Source: an optimization exercise on an open RTL-to-GDS flow (aim: small area, a short achievable clock period and few clock cycles per item). Production flows keep margins and buffers that such runs may drop. In this exercise RTL edits were held to simulation tests only and were not proved equivalent to the original.

// pow_stream
module pow_stream #(
  parameter int DATA_W = 32,
  parameter int EXP_W  = 3,
  parameter int ID_W   = 1
) (
  input  logic              clk,
  input  logic              aresetn,
  input  logic              s_tvalid,
  output logic              s_tready,
  input  logic [DATA_W-1:0] s_tdata,
  input  logic [EXP_W-1:0]  s_texp,
  input  logic [ID_W-1:0]   s_tid,
  input  logic              s_tlast,
  output logic              m_tvalid,
  input  logic              m_tready,
  output logic [DATA_W-1:0] m_tdata,
  output logic [ID_W-1:0]   m_tid,
  output logic              m_tlast,
  output logic              m_tovf
);
  logic r_rdy;
  logic              r0_v;
  logic [31:0]       r0_x;
  logic [2:0]        r0_e;
  logic [ID_W-1:0]   r0_id;
  logic              r0_last;
  logic              r1_v;
  logic [31:0]       r1_x, r1_x2;
  logic [2:0]        r1_e;
  logic [ID_W-1:0]   r1_id;
  logic              r1_last, r1_ovf;
  logic              r2_v;
  logic [31:0]       r2_hi, r2_lo;
  logic              r2_mul;
  logic [ID_W-1:0]   r2_id;
  logic              r2_last, r2_ovf;
  logic              o_v, k_v;
  logic [31:0]       o_d, k_d;
  logic [ID_W-1:0]   o_id, k_id;
  logic              o_last, k_last, o_ovf, k_ovf;
  logic ovf0;
  always_comb begin
    case (r0_e)
      3'd2:    ovf0 = |r0_x[31:16];
      3'd3:    ovf0 = r0_x >= 32'd1626;
      3'd4:    ovf0 = |r0_x[31:8];
      3'd5:    ovf0 = r0_x >= 32'd85;
      3'd6:    ovf0 = r0_x >= 32'd41;
      3'd7:    ovf0 = r0_x >= 32'd24;
      default: ovf0 = 1'b0;
    endcase
  end
  logic [31:0] sq1, x3, x4, lo2, res;
  logic [31:0] sq1_s, sq1_c, x3_s, x3_c, x4_s, x4_c, p_s, p_c;
  ...
For scale: roughly 5,200 cells after synthesis, ~250 flip-flops, about 78 I/O pins, ~0.051 sq mm of cells after synthesis.
Settings: LEC_CHECK=0, CAP_MARGIN=20, CORE_MARGIN=2, CORE_UTILIZATION=40, SLEW_MARGIN=20; clock period 9.5 ns.
run.sh (not shown) runs the stock make flow with config.mk's settings and CLKGATE_MAP_FILE= SYNTH_SCRIPT=/design/flow/synth_recipe.tcl, a recipe that flattens the netlist after the stock synthesis.
The first run finished with timing, DRC and antenna clean.
Testbench counts at the start, summed over its fixed seeds: cycles 8,040, items 8,000.
Next try:
- SETUP_SLACK_MARGIN: unset -> 5
Effect:
- The new run finished with timing, DRC and antenna clean
- via count rises by 7.7%
- worst setup slack gets better by 0.87 ns
- cell area rises by 14%
- worst hold slack barely changes
- wire length rises by 11%
- global-route usage rises by 1.9 points
- non-clock buffer count rises by 408

build 17:
pow_stream, a different RTL version from the one above (not shown whole).
For scale: ~3,600 cells after synthesis, roughly 510 flip-flops, about 78 I/O pins, roughly 0.051 mm2 of cells after synthesis.
==> flow/config.mk <==
export PLATFORM = sky130hd
export DESIGN_NAME = pow_stream
export DESIGN_NICKNAME = pow_stream
export VERILOG_FILES = /design/flow/design.v
export SDC_FILE = /design/flow/constraint.sdc
export NUM_CORES = 4
export LEC_CHECK = 0
export CAP_MARGIN = 20
export CORE_MARGIN = 2
export CORE_UTILIZATION = 40
export SETUP_SLACK_MARGIN = 5
export SLEW_MARGIN = 20
export SYNTH_HIERARCHICAL = 1
export SYNTH_MINIMUM_KEEP_SIZE = 0
==> flow/constraint.sdc <==
create_clock -name core_clock -period 9.5 [get_ports {clk}]
set_input_delay 1.9000 -clock core_clock [delete_from_list [all_inputs] [get_ports {clk}]]
set_output_delay 1.9000 -clock core_clock [all_outputs]
set_load 0.01 [all_outputs]
Testbench counts of build 17, summed over its fixed seeds: cycles 8,064, items 8,000.
Inputs modified between build 17 and build 96:
# build 17
export LEC_CHECK = 0
export CAP_MARGIN = 20
export CORE_MARGIN = 2
export CORE_UTILIZATION = 40
export SETUP_SLACK_MARGIN = 5
export SLEW_MARGIN = 20
export SYNTH_HIERARCHICAL = 1
export SYNTH_MINIMUM_KEEP_SIZE = 0
create_clock -name core_clock -period 9.5 [get_ports {clk}]
# build 96
export LEC_CHECK = 0
export CAP_MARGIN = 20
export CORE_MARGIN = 2
export CORE_UTILIZATION = 40
export CTS_CLUSTER_DIAMETER = 100
export CTS_CLUSTER_SIZE = 20
export SETUP_SLACK_MARGIN = 0
export SLEW_MARGIN = 20
export SYNTH_HIERARCHICAL = 1
export SYNTH_MINIMUM_KEEP_SIZE = 0
create_clock -name core_clock -period 9.5 [get_ports {clk}]
Findings:
Build 96 completed end to end with timing, DRC and antenna clean. Build 96 vs build 17, total clock buffers created by CTS went down by 31. Area of the die of build 17 is on par with build 96. For post-synthesis instance total, build 17 and build 96 come out practically identical. STATUS via count: build 96 wins against build 17. Compared with build 17, build 96 ends up with a smaller final cell area.
[inputs] build 95 vs build 96
# build 96
export LEC_CHECK = 0
export CAP_MARGIN = 20
export CORE_MARGIN = 2
export CORE_UTILIZATION = 40
export CTS_CLUSTER_DIAMETER = 100
export CTS_CLUSTER_SIZE = 20
export SETUP_SLACK_MARGIN = 0
export SLEW_MARGIN = 20
export SYNTH_HIERARCHICAL = 1
export SYNTH_MINIMUM_KEEP_SIZE = 0
create_clock -name core_clock -period 9.5 [get_ports {clk}]
# build 95
export LEC_CHECK = 0
export CAP_MARGIN = 5
export CORE_MARGIN = 2
export CORE_UTILIZATION = 40
export CTS_CLUSTER_DIAMETER = 80
export CTS_CLUSTER_SIZE = 16
export PLACE_DENSITY = 0.6
export SETUP_SLACK_MARGIN = 5
export SLEW_MARGIN = 5
export SYNTH_HIERARCHICAL = 1
export SYNTH_MINIMUM_KEEP_SIZE = 0
create_clock -name core_clock -period 9.5 [get_ports {clk}]
Notes after the runs:
- Build 95 vs build 96, worst endpoint required time went up by 2.28 ns.
- m_tready as the launching element of the worst setup path was reported by build 96, and r2_q[17] by build 95.
- Build 96 and build 95 ended up with roughly the same clock-pin transition on the worst setup and hold timing paths.
- Between build 96 and build 95, the global-route met1 utilization does not differ in any meaningful way.
- Build 95 vs. build 96: cell area went up; top fanout value on the critical path lost 29; number of global-route vias before repair higher.
- Build 96 → build 95: non-clock buffer count rose 6.1%, maximum frequency has increased.
> inputs changed (build 95 -> build 27)
# build 95
export LEC_CHECK = 0
export CAP_MARGIN = 5
export CORE_MARGIN = 2
export CORE_UTILIZATION = 40
export CTS_CLUSTER_DIAMETER = 80
export CTS_CLUSTER_SIZE = 16
export PLACE_DENSITY = 0.6
export SETUP_SLACK_MARGIN = 5
export SLEW_MARGIN = 5
export SYNTH_HIERARCHICAL = 1
export SYNTH_MINIMUM_KEEP_SIZE = 0
create_clock -name core_clock -period 9.5 [get_ports {clk}]
# build 27
export LEC_CHECK = 0
export CAP_MARGIN = 20
export CORE_MARGIN = 2
export CORE_UTILIZATION = 40
export CTS_CLUSTER_DIAMETER = 100
export CTS_CLUSTER_SIZE = 20
export SETUP_SLACK_MARGIN = 5
export SLEW_MARGIN = 20
export SYNTH_HIERARCHICAL = 1
export SYNTH_MINIMUM_KEEP_SIZE = 0
export TNS_END_PERCENT = 5
create_clock -name core_clock -period 9.5 [get_ports {clk}]
--- outcome ---
Higher final cell area excluding filler cells goes to build 95 over build 27. Build 27 and build 95 ended up with nearly the same hold slack. Looking at critical-path cell with the highest stage delay, the sky130_fd_sc_hd__dlygate4sd2_1 result is from build 27; the sky130_fd_sc_hd__edfxtp_1 one comes from build 95. Looking at startpoint of the most critical setup path, the r2_q[17] result is from build 95; the m_tready one comes from build 27. Diff build 27..build 95 | overall die area | unchanged. Re largest fanout on the critical path: build 27 and build 95 aren't equal, and the lower value belongs to build 27. Changes observed in build 27 relative to build 95: number of hold-slack violations in the final timing report held, global-route wire length before repair rose 0.63%, critical path depth -5, final cell count without fillers held. Build 27 vs build 95: wire length on met1 up by a few percent.

[port drivers added, routing unchanged]
How much do the figures lean on ideal ports? The routed layouts below were timed once more, with nothing changed but the port constraints.
Step 1 (the two cells are an assumption about what drives the block):
set clk [get_ports {clk}]
set_driving_cell -lib_cell sky130_fd_sc_hd__clkbuf_16 $clk
set_driving_cell -lib_cell sky130_fd_sc_hd__buf_2 [delete_from_list [all_inputs] $clk]
Step 2 also shifts input and output timing later by t, the mid clock arrival at the registers, as if the neighbouring blocks saw the same clock.
a / b / c = ideal ports / drivers / drivers and shift; a / b = the first two.
run | t (ns) | setup slack, ns | worst setup path after step 2 | worst register clock-pin slew, ns
the first run of note 1 | 0.644 | 2.369 / 2.369 / 2.369 | register to register | 0.07 / 0.07
the second run of note 1 | 0.690 | 3.236 / 3.236 / 3.236 | register to register | 0.08 / 0.08
build 17 | 0.726 | 5.061 / 5.038 / 4.556 | input to register | 0.07 / 0.07
build 96 | 0.671 | 4.041 / 4.013 / 3.782 | input to register | 0.09 / 0.09
build 95 | 0.710 | 5.076 / 5.076 / 4.779 | input to register | 0.08 / 0.08
build 27 | 0.686 | 4.909 / 4.888 / 4.538 | input to register | 0.09 / 0.09
After both steps setup and hold are still met in every run listed. The setup slack of build 17, which loses most, moves by -0.023 ns with the drivers and by -0.505 ns with both steps.
